What follows belongs to an exercise in optimizing a design on an open flow for small area and few clock cycles per item; a production flow would make more cautious choices.
Function was checked by simulation only, so behaviour that the tests miss may differ from the original.

===== flow/config.mk =====
export PLATFORM = sky130hd
export DESIGN_NAME = fp_mul_pipe
export DESIGN_NICKNAME = fp_mul_pipe
export VERILOG_FILES = /design/flow/design.v
export SDC_FILE = /design/flow/constraint.sdc
export NUM_CORES = 4
export LEC_CHECK = 0
export CAP_MARGIN = 20
export CORE_MARGIN = 2
export CORE_UTILIZATION = 40
export SLEW_MARGIN = 20

===== flow/constraint.sdc =====
create_clock -name core_clock -period 7.5 [get_ports {clk}]
set_input_delay 1.5000 -clock core_clock [delete_from_list [all_inputs] [get_ports {clk}]]
set_output_delay 1.5000 -clock core_clock [all_outputs]
set_load 0.01 [all_outputs]

===== flow/design.v =====
package fp_pkg;
  typedef enum logic [2:0] {
    ZERO, NORM, INF, QNAN, SNAN
  } fp_cls_e;
  localparam int FLG_NX = 0;
  localparam int FLG_UF = 1;
  localparam int FLG_OF = 2;
  localparam int FLG_NV = 3;
  function automatic logic f_sign(
    input logic [63:0] x, input int exp_w, input int man_w);
    logic [63:0] t;
    t = x >> (exp_w + man_w);
    f_sign = t[0];
  endfunction
  function automatic logic [63:0] f_exp(
    input logic [63:0] x, input int exp_w, input int man_w);
    f_exp = (x >> man_w) & ((64'd1 << exp_w) - 64'd1);
  endfunction
  function automatic logic [63:0] f_man(
    input logic [63:0] x, input int man_w);
    f_man = x & ((64'd1 << man_w) - 64'd1);
  endfunction
  function automatic int f_bias(input int exp_w);
    f_bias = (1 << (exp_w - 1)) - 1;
  endfunction
  function automatic logic [63:0] f_qnan(
    input int exp_w, input int man_w);
    f_qnan = (((64'd1 << exp_w) - 64'd1) << man_w)
      | (64'd1 << (man_w - 1));
  endfunction
  function automatic fp_cls_e f_class(
    input logic [63:0] x, input int exp_w, input int man_w);
    logic [63:0] e, m, t;
    e = (x >> man_w) & ((64'd1 << exp_w) - 64'd1);
    m = x & ((64'd1 << man_w) - 64'd1);
    t = m >> (man_w - 1);
    if (e == 64'd0) f_class = fp_pkg::ZERO;
    else if (e != (64'd1 << exp_w) - 64'd1) f_class = fp_pkg::NORM;
    else if (m == 64'd0) f_class = fp_pkg::INF;
    else f_class = t[0] ? fp_pkg::QNAN : fp_pkg::SNAN;
  endfunction
endpackage
module fp_round_rne #(
  parameter int EXP_W = 8,
  parameter int MAN_W = 23
) (
  input  logic [MAN_W-1:0]        man,
  input  logic                    g,
  input  logic                    s,
  input  logic signed [EXP_W+1:0] exp,
  output logic [MAN_W-1:0]        man_r,
  output logic [EXP_W-1:0]        exp_r,
  output logic                    ovf,
  output logic                    unf,
  output logic                    inx
);
  localparam int EW = EXP_W + 2;
  localparam logic signed [EW-1:0] EMAX =
    EW'((1 << EXP_W) - 1);
  logic                 up;
  logic                 carry;
  logic [MAN_W-1:0]     man_i;
  logic signed [EW-1:0] e_f;
  assign up    = g & (man[0] | s);
  assign carry = up & (&man);
  assign man_i = man + MAN_W'(up);
  assign e_f   = exp + $signed(EW'(carry));
  always_comb begin
    ovf   = !e_f[EW-1] && (e_f >= EMAX);
    unf   = e_f[EW-1] || (e_f == '0);
    inx   = g | s | ovf | unf;
    man_r = man_i;
    exp_r = e_f[EXP_W-1:0];
    if (ovf) begin
      man_r = '0;
      exp_r = '1;
    end else if (unf) begin
      man_r = '0;
      exp_r = '0;
    end
  end
endmodule
module fp_mul_pipe #(
  parameter int EXP_W = 8,
  parameter int MAN_W = 23,
  parameter int TAG_W = 4
) (
  input  logic                           clk,
  input  logic                           rst_n,
  input  logic                           in_valid,
  output logic                           in_ready,
  input  logic [EXP_W+MAN_W:0]           in_a,
  input  logic [EXP_W+MAN_W:0]           in_b,
  input  logic [TAG_W-1:0]               in_tag,
  output logic                           out_valid,
  input  logic                           out_ready,
  output logic [EXP_W+MAN_W:0]           out_y,
  output logic [TAG_W-1:0]               out_tag,
  output logic [3:0]                     out_flags
);
  localparam int W  = 1 + EXP_W + MAN_W;
  localparam int P  = MAN_W + 1;
  localparam int EW = EXP_W + 2;
  localparam logic signed [EW-1:0] BIAS =
    EW'(fp_pkg::f_bias(EXP_W));
  localparam logic [W-1:0] QNAN_W =
    W'(fp_pkg::f_qnan(EXP_W, MAN_W));
  logic adv;
  assign adv = !out_valid | out_ready;
  assign in_ready = adv;
  fp_pkg::fp_cls_e      cls_a, cls_b;
  logic [EXP_W-1:0]     ea, eb;
  logic [P-1:0]         sig_a, sig_b;
  logic                 sgn;
  assign cls_a = fp_pkg::f_class(64'(in_a), EXP_W, MAN_W);
  assign cls_b = fp_pkg::f_class(64'(in_b), EXP_W, MAN_W);
  assign ea    = in_a[W-2:MAN_W];
  assign eb    = in_b[W-2:MAN_W];
  assign sig_a = {1'b1, in_a[MAN_W-1:0]};
  assign sig_b = {1'b1, in_b[MAN_W-1:0]};
  assign sgn   = in_a[W-1] ^ in_b[W-1];
  logic [2*P-1:0]       prod;
  logic [2*P-2:0]       pn;
  logic signed [EW-1:0] exp_n;
  assign prod  = sig_a * sig_b;
  assign pn    = prod[2*P-1] ? prod[2*P-2:0] : {prod[2*P-3:0], 1'b0};
  assign exp_n = $signed({2'b00, ea}) + $signed({2'b00, eb}) - BIAS
               + $signed(EW'(prod[2*P-1]));
  logic [MAN_W-1:0] man_r;
  logic [EXP_W-1:0] exp_r;
  logic             ovf, unf, inx;
  fp_round_rne #(.EXP_W(EXP_W), .MAN_W(MAN_W)) u_round (
    .man   (pn[2*P-2:P]),
    .g     (pn[P-1]),
    .s     (|pn[P-2:0]),
    .exp   (exp_n),
    .man_r (man_r),
    .exp_r (exp_r),
    .ovf   (ovf),
    .unf   (unf),
    .inx   (inx)
  );
  logic             nan_x, inf_x, zero_x, snan_x;
  logic [W-1:0]     y_n;
  logic [3:0]       fl_n;
  always_comb begin
    snan_x = (cls_a == fp_pkg::SNAN) | (cls_b == fp_pkg::SNAN);
    nan_x  = snan_x | (cls_a == fp_pkg::QNAN) | (cls_b == fp_pkg::QNAN);
    inf_x  = (cls_a == fp_pkg::INF) | (cls_b == fp_pkg::INF);
    zero_x = (cls_a == fp_pkg::ZERO) | (cls_b == fp_pkg::ZERO);
    y_n    = {sgn, exp_r, man_r};
    fl_n   = '0;
    fl_n[fp_pkg::FLG_OF] = ovf;
    fl_n[fp_pkg::FLG_UF] = unf;
    fl_n[fp_pkg::FLG_NX] = inx;
    if (nan_x || (inf_x && zero_x)) begin
      y_n  = QNAN_W;
      fl_n = '0;
      fl_n[fp_pkg::FLG_NV] = snan_x | (inf_x & zero_x);
    end else if (inf_x) begin
      y_n  = {sgn, {EXP_W{1'b1}}, {MAN_W{1'b0}}};
      fl_n = '0;
    end else if (zero_x) begin
      y_n  = {sgn, {(W-1){1'b0}}};
      fl_n = '0;
    end
  end
  always_ff @(posedge clk or negedge rst_n) begin
    if (!rst_n) out_valid <= 1'b0;
    else if (adv) out_valid <= in_valid;
  end
  always_ff @(posedge clk) begin
    if (adv) begin
      out_y     <= y_n;
      out_tag   <= in_tag;
      out_flags <= fl_n;
    end
  end
endmodule

===== flow/run.sh =====
#!/bin/bash
# synth_recipe.tcl (not shown) runs the flow's synth.tcl, then flattens the netlist and writes it again
# the make line also repeats each setting of config.mk as NAME=value (left out here)
make -C /OpenROAD-flow-scripts/flow DESIGN_CONFIG=/design/flow/config.mk WORK_HOME=/design/flow/orfs CLKGATE_MAP_FILE= SYNTH_SCRIPT=/design/flow/synth_recipe.tcl finish

==> flow_metrics.py <==
metrics = {
    "run_status": {
        "status": "finished with violations",
        "violations": "negative setup slack",
    },
    "timing": {
        "hold_viol_final": 0,
        "setup_tns_ns": -121.00,
        "skew_ns": 0.00737,
        "worstMarginPinSlew_ns": 1.02,
        "rsz0062_at_grt": "yes",
        "setup-violations-final": 34,
        "slew_headroom_pct": 31.7,
        "clock.fmax_mhz": 89.5,
        "period_needed_ns": 11.17,
        "fin_crit_sh_pct": 149,
        "maxSlewViolCount": 0,
        "setup_ws_ns": -3.67,
    },
    "hold_path": {
        "min_from": "out_valid",
        "hold_end": "out_valid",
        "hold_path_depth": 2,
        "holdCritPathClass": "reg2reg",
    },
    "grt": {
        "grt_overflow": 0,
        "grt_pass1_wl_um": 124000,
        "grt_usage_pct": 28.1,
        "grt_pass1_vias": 22100,
        "antenna_found_initial": 2,
        "grt_max_degree": 43,
    },
    "critical_path": {
        "crit_slowest_cell": "fa_2",
        "path_max_fanout": 8,
        "critPathCaptureType": "register",
        "rrSetupSlack_ns": 6.00,
        "ff2ff_path_depth": 1,
        "critical_path_arrival_ns": 11.33,
        "critPathKind": "in2reg",
        "crit_top_cell": "fa_1",
        "reg2reg_to": "out_y[19]",
        "required_ns": 7.66,
        "startpoint_type": "primary input",
        "timing.rr.start": "out_valid",
        "max_stage_delay_ns": 0.63,
    },
    "clocking": {
        "clock-sinks": 41,
        "hold_buffers": 0,
        "cts.path.max_buffers": 2,
        "cts_root_buf": "clkbuf_16",
        "h-tree-depth": 2,
        "cts_tree": "built",
        "clkLatencyLatePin_ns": 0.29,
        "cts_made_buffers": 5,
        "clkTransAtPathRegs_ns": 0.06,
    },
    "place": {
        "dp.cells": 3727,
        "dpl_cell_area_sq_um": 28100,
        "portBuffers": 113,
        "dp_hpwl_um": 60700,
        "place.gp.congestion": 0.935,
    },
    "final_layout": {
        "layout-drive-gt1-share_pct": 29.3,
        "nFillCells": 4762,
        "post-route-util_pct": 56.3,
        "fin_area_sq_um": 31100,
        "fin_cells": 3894,
        "layout.nets": 3889,
        "area_delta_synth_final_pct": 39.0,
    },
    "job": {
        "drv_cap": 0,
    },
    "route": {
        "antenna_left": 0,
        "drtPass1Iterations": 5,
        "wl_per_cell_um": 20.0,
        "via_per_inst": 5.18,
        "drt-initial-drc-count": 1476,
        "dr_total_vias": 20200,
        "drcViolationCount": 0,
        "wl_um": 77900,
    },
    "logic_synthesis": {
        "syn_nets": 3291,
        "synth_edf_count": 40,
        "synthCells": 2546,
        "ys_seq_area_share_pct": 5.48,
        "synth-seq-cells": 41,
        "synth_warnings": 2,
        "avgSynthCellArea_sq_um": 8.78,
        "syn_area_sq_um": 22400,
        "ys.flop_type": "edfxtp_1",
        "ys_async_sr_fraction_pct": 2.44,
        "yosysUniqueCellTypes": 97,
    },
    "floorplan": {
        "rows": 86,
        "start_util_pct": 40.5,
        "core_area_sq_um": 55200,
        "fp.dieW_um": 240,
        "die_area_sq_um": 57800,
        "ios": 114,
        "die_h_um": 240,
    },
}
## final cells by class
cell class / instances / area [sq um] / area share, %
multi-input cells: 1814 / 19700 / 63.4
repair buffers: 707 / 6870 / 22.1
inverters: 575 / 2190 / 7.05
flip-flops and latches: 41 / 1230 / 3.95
well taps: 748 / 936 / 3.01
clock buffers: 5 / 125 / 0.403
clock inverters: 3 / 16.3 / 0.0523
diodes: 1 / 2.50 / 0.00805
## repair_timing
action,in CTS,in global routing
setup endpoints to repair,34,34
buffers inserted,126,16
resized for setup,456,62
pin swaps,142,33
endpoints found under the hold margin,0,0
cloned,21,0
## layer usage
metal	part of all wire (%)	GRT usage, %	up-vias
met3	7.3	4.23	217
li1	-	-	8990
met4	5.5	12.4	0
met2	47	46.7	818
met1	40	36.2	10100
met5	0	0	-
## flip-flops by register name, summed over array words and instances, names as in the netlist
register	count
out_y	32
out_flags	4
out_valid	1
out_tag	4
## critical path: cells and delay by family
family	cells	cell delay, ns
AOI/OAI and AO/OA	13	2.17
xor gates and xnor gates	2	0.40
adders and majority gates	10	4.40
buffers and inverters	9	1.00
and+or+nand+nor	8	1.86
## metrics by stage
step / hold slack [ns] / setup WS, ns
after floorplan: 1.20 / -3.30
after global placement: 1.19 / -4.48
after detailed placement: 1.26 / -4.44
after CTS: 1.25 / -3.61
after global routing: 1.34 / -4.02
final: 1.22 / -3.67
## layout by cell type, fill, tap and decap left out, types with 13 or more instances in the layout
master and count:
inv_1 534, buf_4 483, fa_1 453, nand2_1 315
and2_1 203, ha_1 162, nor2_1 83, clkdlybuf4s50_1 68
buf_12 61, a21oi_1 49, edfxtp_1 40, buf_6 39
inv_2 33, xnor2_1 32, and2_4 31, fa_2 31
nand4_1 27, xor2_1 26, nand3_1 22, nor4_1 22
ha_4 22, o21ai_1 18, o21ai_2 18, nor3_1 16
o21ai_0 16, buf_2 16, a21o_1 14, nand2_2 14
a21oi_2 13
## how the worst max path moves through the flow
stage                   from   endpoint  depth (start not counted)
finish              in_b[11]  out_y[12]                         42
detailed placement   in_a[8]   out_y[5]                         43
global placement     in_b[4]   out_y[5]                         43
CTS                  in_b[7]  out_y[15]                         44
global route         in_b[5]  out_y[15]                         46
floorplan           in_a[22]  out_y[15]                         44
## cells by family (layout without fill, tap and decap cells)
family,count (synthesis),count (layout),share of synthesized area [%]
xor+xnor,65,65,2.58
buf+inv,691,1290,11.7
simple gates,833,833,18.9
fa+ha+maj,673,673,53.9
mux,6,6,0.269
compound gates,237,237,7.11
other cells,0,1,0
flops,41,41,5.48
## cell usage after synthesis, types with 9 or more instances
cell / instances / area [sq um]
and2_1: 234 / 1460
nor4_1: 25 / 156
clkbuf_1: 96 / 360
o21ai_1: 18 / 90.1
nand2_1: 336 / 1260
or3_1: 9 / 56.3
and3_1: 11 / 68.8
fa_1: 484 / 9690
edfxtp_1: 40 / 1200
nand3_1: 23 / 115
a21oi_1: 69 / 345
ha_1: 189 / 2360
inv_1: 572 / 2150
buf_2: 12 / 60.1
o21ai_0: 34 / 170
a211oi_1: 12 / 90.1
xnor2_1: 36 / 315
a21o_1: 14 / 105
nand4_1: 27 / 169
xor2_1: 28 / 245
nor3_1: 21 / 105
o21a_1: 10 / 75.1
nor2_1: 97 / 364
Testbench counts, summed over its fixed seeds: cycles 24,008, items 24,000.

-- static timing again, ports no longer ideal --
The flow's constraints put no driver on any port. The routed layout listed below was extracted and timed again, unchanged, in two steps.
Step 1 assumes that a clkbuf_16 drives the clock port and a buf_2 every other input.
Step 2 adds t to the input delays and takes it off the output delays; t is the mean of the earliest and latest rising clock arrival at the registers after step 1. Input paths then give back, and output paths get back, about the clock's delay inside the block.
Slacks: no drivers / after step 1 / after step 2; pairs: no drivers / after step 1.
t (ns): 0.323
setup slack, ns: -3.670 / -3.655 / -3.978
worst register clock-pin slew, ns: 0.06 / 0.06
The setup slack of this run moves by +0.015 ns with the drivers and by -0.308 ns with both steps.
